From an optimization exercise on the open Yosys and OpenROAD flow, aimed at small area and a short achievable clock period; shortcuts taken in it are not production practice. Where RTL was checked, it was by simulation tests only, not by an equivalence proof against the original. No activity file was given, so power comes from the tool's default toggle rates.

## purple
## melody_player
module melody_player #(
    parameter int  NOTES    = 32,
    parameter int  HP_W     = 20,
    parameter int  DUR_W    = 16,
    parameter int  TICK_DIV = 16,
    parameter int  GAP_W    = 16,
    localparam int AW       = $clog2(NOTES)
) (
    input  logic             clk,
    input  logic             rst_n,
    input  logic             enable,
    input  logic             mode_loop,
    input  logic             octave_down,
    input  logic [AW:0]      seq_len,
    input  logic [GAP_W-1:0] gap_ticks,
    input  logic             wr_en,
    input  logic [AW-1:0]    wr_addr,
    input  logic [HP_W-1:0]  wr_half,
    input  logic [DUR_W-1:0] wr_dur,
    output logic             tone,
    output logic             busy,
    output logic [AW-1:0]    step,
    output logic             done
);
==> flow/config.mk <==
export PLATFORM = sky130hd
export DESIGN_NAME = melody_player
export DESIGN_NICKNAME = melody_player
export VERILOG_FILES = /design/flow/design.v
export SDC_FILE = /design/flow/constraint.sdc
export NUM_CORES = 4
export LEC_CHECK = 0
export CAP_MARGIN = 20
export CORE_MARGIN = 2
export CORE_UTILIZATION = 40
export CTS_CLUSTER_DIAMETER = 80
export CTS_CLUSTER_SIZE = 24
export SETUP_SLACK_MARGIN = 3.5
export SLEW_MARGIN = 20
export SYNTH_HIERARCHICAL = 1
export SYNTH_MINIMUM_KEEP_SIZE = 0
==> flow/constraint.sdc <==
create_clock -name core_clock -period 6.0 [get_ports {clk}]
set_input_delay 1.2000 -clock core_clock [delete_from_list [all_inputs] [get_ports {clk}]]
set_output_delay 1.2000 -clock core_clock [all_outputs]
set_load 0.01 [all_outputs]
standard.sh (not shown) runs the stock make flow with config.mk's settings and CLKGATE_MAP_FILE= SYNTH_SCRIPT=/design/flow/synth_recipe.tcl, a recipe that flattens the netlist after the stock synthesis.
==> flow/flow/run.sh <==
#!/bin/bash
# Layout flow: the standard ORFS flow (standard.sh) with two changes:
#  - buffer_ports makes the port buffers of plain buffers (buf_2) rather than
#    the delay cells it picks by default;
#  - the half and full adder cells join the platform's DONT_USE_CELLS, so
#    synthesis leaves adders as plain gates for abc (ORFS's own behaviour when
#    those cells are on the list) and no later step places them.
# The make output goes to flow_standard.log; ORFS's own logs are under orfs/logs.
set -euo pipefail
export BUFFER_PORTS_ARGS="-buffer_cell sky130_fd_sc_hd__buf_2"
PLATFORM_DONT_USE="sky130_fd_sc_hd__probe_p_8 sky130_fd_sc_hd__probec_p_8 sky130_fd_sc_hd__lpflow_bleeder_1 sky130_fd_sc_hd__lpflow_clkbufkapwr_1 sky130_fd_sc_hd__lpflow_clkbufkapwr_16 sky130_fd_sc_hd__lpflow_clkbufkapwr_2 sky130_fd_sc_hd__lpflow_clkbufkapwr_4 sky130_fd_sc_hd__lpflow_clkbufkapwr_8 sky130_fd_sc_hd__lpflow_clkinvkapwr_1 sky130_fd_sc_hd__lpflow_clkinvkapwr_16 sky130_fd_sc_hd__lpflow_clkinvkapwr_2 sky130_fd_sc_hd__lpflow_clkinvkapwr_4 sky130_fd_sc_hd__lpflow_clkinvkapwr_8 sky130_fd_sc_hd__lpflow_decapkapwr_12 sky130_fd_sc_hd__lpflow_decapkapwr_3 sky130_fd_sc_hd__lpflow_decapkapwr_4 sky130_fd_sc_hd__lpflow_decapkapwr_6 sky130_fd_sc_hd__lpflow_decapkapwr_8 sky130_fd_sc_hd__lpflow_inputiso0n_1 sky130_fd_sc_hd__lpflow_inputiso0p_1 sky130_fd_sc_hd__lpflow_inputiso1n_1 sky130_fd_sc_hd__lpflow_inputiso1p_1 sky130_fd_sc_hd__lpflow_inputisolatch_1 sky130_fd_sc_hd__lpflow_isobufsrc_1 sky130_fd_sc_hd__lpflow_isobufsrc_16 sky130_fd_sc_hd__lpflow_isobufsrc_2 sky130_fd_sc_hd__lpflow_isobufsrc_4 sky130_fd_sc_hd__lpflow_isobufsrc_8 sky130_fd_sc_hd__lpflow_isobufsrckapwr_16 sky130_fd_sc_hd__lpflow_lsbuf_lh_hl_isowell_tap_1 sky130_fd_sc_hd__lpflow_lsbuf_lh_hl_isowell_tap_2 sky130_fd_sc_hd__lpflow_lsbuf_lh_hl_isowell_tap_4 sky130_fd_sc_hd__lpflow_lsbuf_lh_isowell_4 sky130_fd_sc_hd__lpflow_lsbuf_lh_isowell_tap_1 sky130_fd_sc_hd__lpflow_lsbuf_lh_isowell_tap_2 sky130_fd_sc_hd__lpflow_lsbuf_lh_isowell_tap_4"
ADDERS="sky130_fd_sc_hd__ha_1 sky130_fd_sc_hd__ha_2 sky130_fd_sc_hd__ha_4 sky130_fd_sc_hd__fa_1 sky130_fd_sc_hd__fa_2 sky130_fd_sc_hd__fa_4"
bash standard.sh "DONT_USE_CELLS=$PLATFORM_DONT_USE $ADDERS" finish > flow_standard.log 2>&1
Input-level comparison between blue and purple:
--- a/flow/design.v
+++ b/flow/design.v
@@ -312,50 +312,47 @@
             8'hfd: wpos = 4'd14;
             8'hfe: wpos = 4'd0;
             8'hff: wpos = 4'd1;
             default: wpos = 4'd0;
         endcase
     end
     logic          pv;
     logic [AW-1:0] pa;
     logic [MW-1:0] pd;
-    logic [RL-1:0] hit_a, hit_b;    
-    logic [RL-1:0] nhit_a, nhit_b;
+    logic [RL-1:0] hit_a, hit_b;
     always_ff @(posedge clk) begin
         pv <= wr_en && (wr_addr[3:0] != 4'd0);
         pa <= wr_addr;
         pd <= wd;
         for (int p = 0; p < RL; p++) begin
             hit_a[p] <= wr_en && (wr_addr[3:0] != 4'd0) && !wr_addr[4] && (wpos == 4'(p));
             hit_b[p] <= wr_en && (wr_addr[3:0] != 4'd0) &&  wr_addr[4] && (wpos == 4'(p));
-            nhit_a[p] <= !(wr_en && (wr_addr[3:0] != 4'd0) && !wr_addr[4] && (wpos == 4'(p)));
-            nhit_b[p] <= !(wr_en && (wr_addr[3:0] != 4'd0) &&  wr_addr[4] && (wpos == 4'(p)));
         end
     end
     logic [RL-1:0][MW-1:0] na;
     logic [RL-1:0][MW-1:0] nb;
     for (genvar gi = 0; gi < MW; gi++) begin : g_bit0
         logic ba, bb, ya, yb;
         assign ba = ra[RL-1][gi];
         assign bb = rb[RL-1][gi];
-        melody_player_rcell0 ca (.s(hit_a[0]), .sn(nhit_a[0]), .a(pd[gi]), .b(ba), .y(ya));
-        melody_player_rcell0 cb (.s(hit_b[0]), .sn(nhit_b[0]), .a(pd[gi]), .b(bb), .y(yb));
+        melody_player_rcell0 ca (.s(hit_a[0]), .sn(!hit_a[0]), .a(pd[gi]), .b(ba), .y(ya));
+        melody_player_rcell0 cb (.s(hit_b[0]), .sn(!hit_b[0]), .a(pd[gi]), .b(bb), .y(yb));
         assign na[0][gi] = ya;
         assign nb[0][gi] = yb;
     end
     for (genvar gp = 1; gp < RL; gp++) begin : g_pos
         for (genvar gi = 0; gi < MW; gi++) begin : g_bit
             logic wi, ba, bb, ya, yb;
             assign wi = (gp % 2) ? pd[gi] : !pd[gi];
             assign ba = ra[gp-1][gi];
             assign bb = rb[gp-1][gi];
-            melody_player_rcell ca (.s(hit_a[gp]), .sn(nhit_a[gp]), .a(wi), .b(ba), .y(ya));
-            melody_player_rcell cb (.s(hit_b[gp]), .sn(nhit_b[gp]), .a(wi), .b(bb), .y(yb));
+            melody_player_rcell ca (.s(hit_a[gp]), .sn(!hit_a[gp]), .a(wi), .b(ba), .y(ya));
+            melody_player_rcell cb (.s(hit_b[gp]), .sn(!hit_b[gp]), .a(wi), .b(bb), .y(yb));
             assign na[gp][gi] = ya;
             assign nb[gp][gi] = yb;
         end
     end
     always_ff @(posedge clk) begin
         q <= (q >= 4'd14) ? 4'd0 : q + 4'd1;
         ra <= na;
         rb <= nb;
     end
@@ -484,21 +481,22 @@
                         hold_r <= 1'b1;
                     end else if (!gap_nz) begin
                         step_r <= '0;
                         tgt    <= AW'(1);
                         {av_s5, av_gth, av_eqh, av_gtl} <= av_one;
                     end
                 end
             end else if (busy_r) begin
                 tone_r <= 1'b0;
-                tgt    <= AW'(1);
-                {av_s5, av_gth, av_eqh, av_gtl} <= av_one;
-                if (tick && gap_done)
+                if (tick && gap_done) begin
                     step_r <= '0;
+                    tgt    <= AW'(1);
+                    {av_s5, av_gth, av_eqh, av_gtl} <= av_one;
+                end
             end
         end
     end
     assign tone = tone_r;
     assign busy = busy_r;
     assign step = step_r;
     assign done = done_r;
 endmodule
## What came out
Initial DRC count in blue vs purple: down 140. blue vs. purple: count of antenna diodes in the layout -3; power per cell area picked up an extra 2.5%. blue vs. purple: final non-filler cell area fell by 3.4%, overall global routing resource usage now sits at about the same level, synthesized area divided by synthesized cell count down 0.13 um2, placeable core area decreased by 0.70% relative to the old numbers, total number of sequential cells saw a decrease. Detailed-routing wirelength on met1 is lower on blue. In the reports for purple and blue, the smaller clock tree buffer count of the final layout belongs to blue. The higher floorplan die width of purple and blue is in purple. Setup slack: blue less than purple. Summary of blue over purple: largest stage delay on the critical path has remained practically unchanged; half-perimeter wire length after placement lower.
For purple, only the layout was checked, not whether the RTL still works.

## what the ideal ports hide
How much do the figures lean on ideal ports? The routed layouts below were timed once more, with nothing changed but the port constraints.
Step 1: set_driving_cell puts a clkbuf_16 on clk and a buf_2 on each other input, an assumption about the parent block.
Step 2 times the ports against the registers' clock, not the clock port: input delays grow and output delays shrink by t, the midpoint of the rising clock arrivals with the driver on.
Three values: ideal ports, drivers, drivers and shift; two values: the first two.
run	shift t [ns]	setup WS [ns]	worst setup path after step 2	worst slew at a driven data input, ns
purple	0.725	3.407 / 3.203 / 2.478	input to register	0.34
blue	0.711	3.401 / 3.429 / 2.718	input to register	0.08
After both steps every run listed still meets setup and hold. The setup slack of purple, which loses most, moves by -0.204 ns with the drivers and by -0.929 ns with both steps.
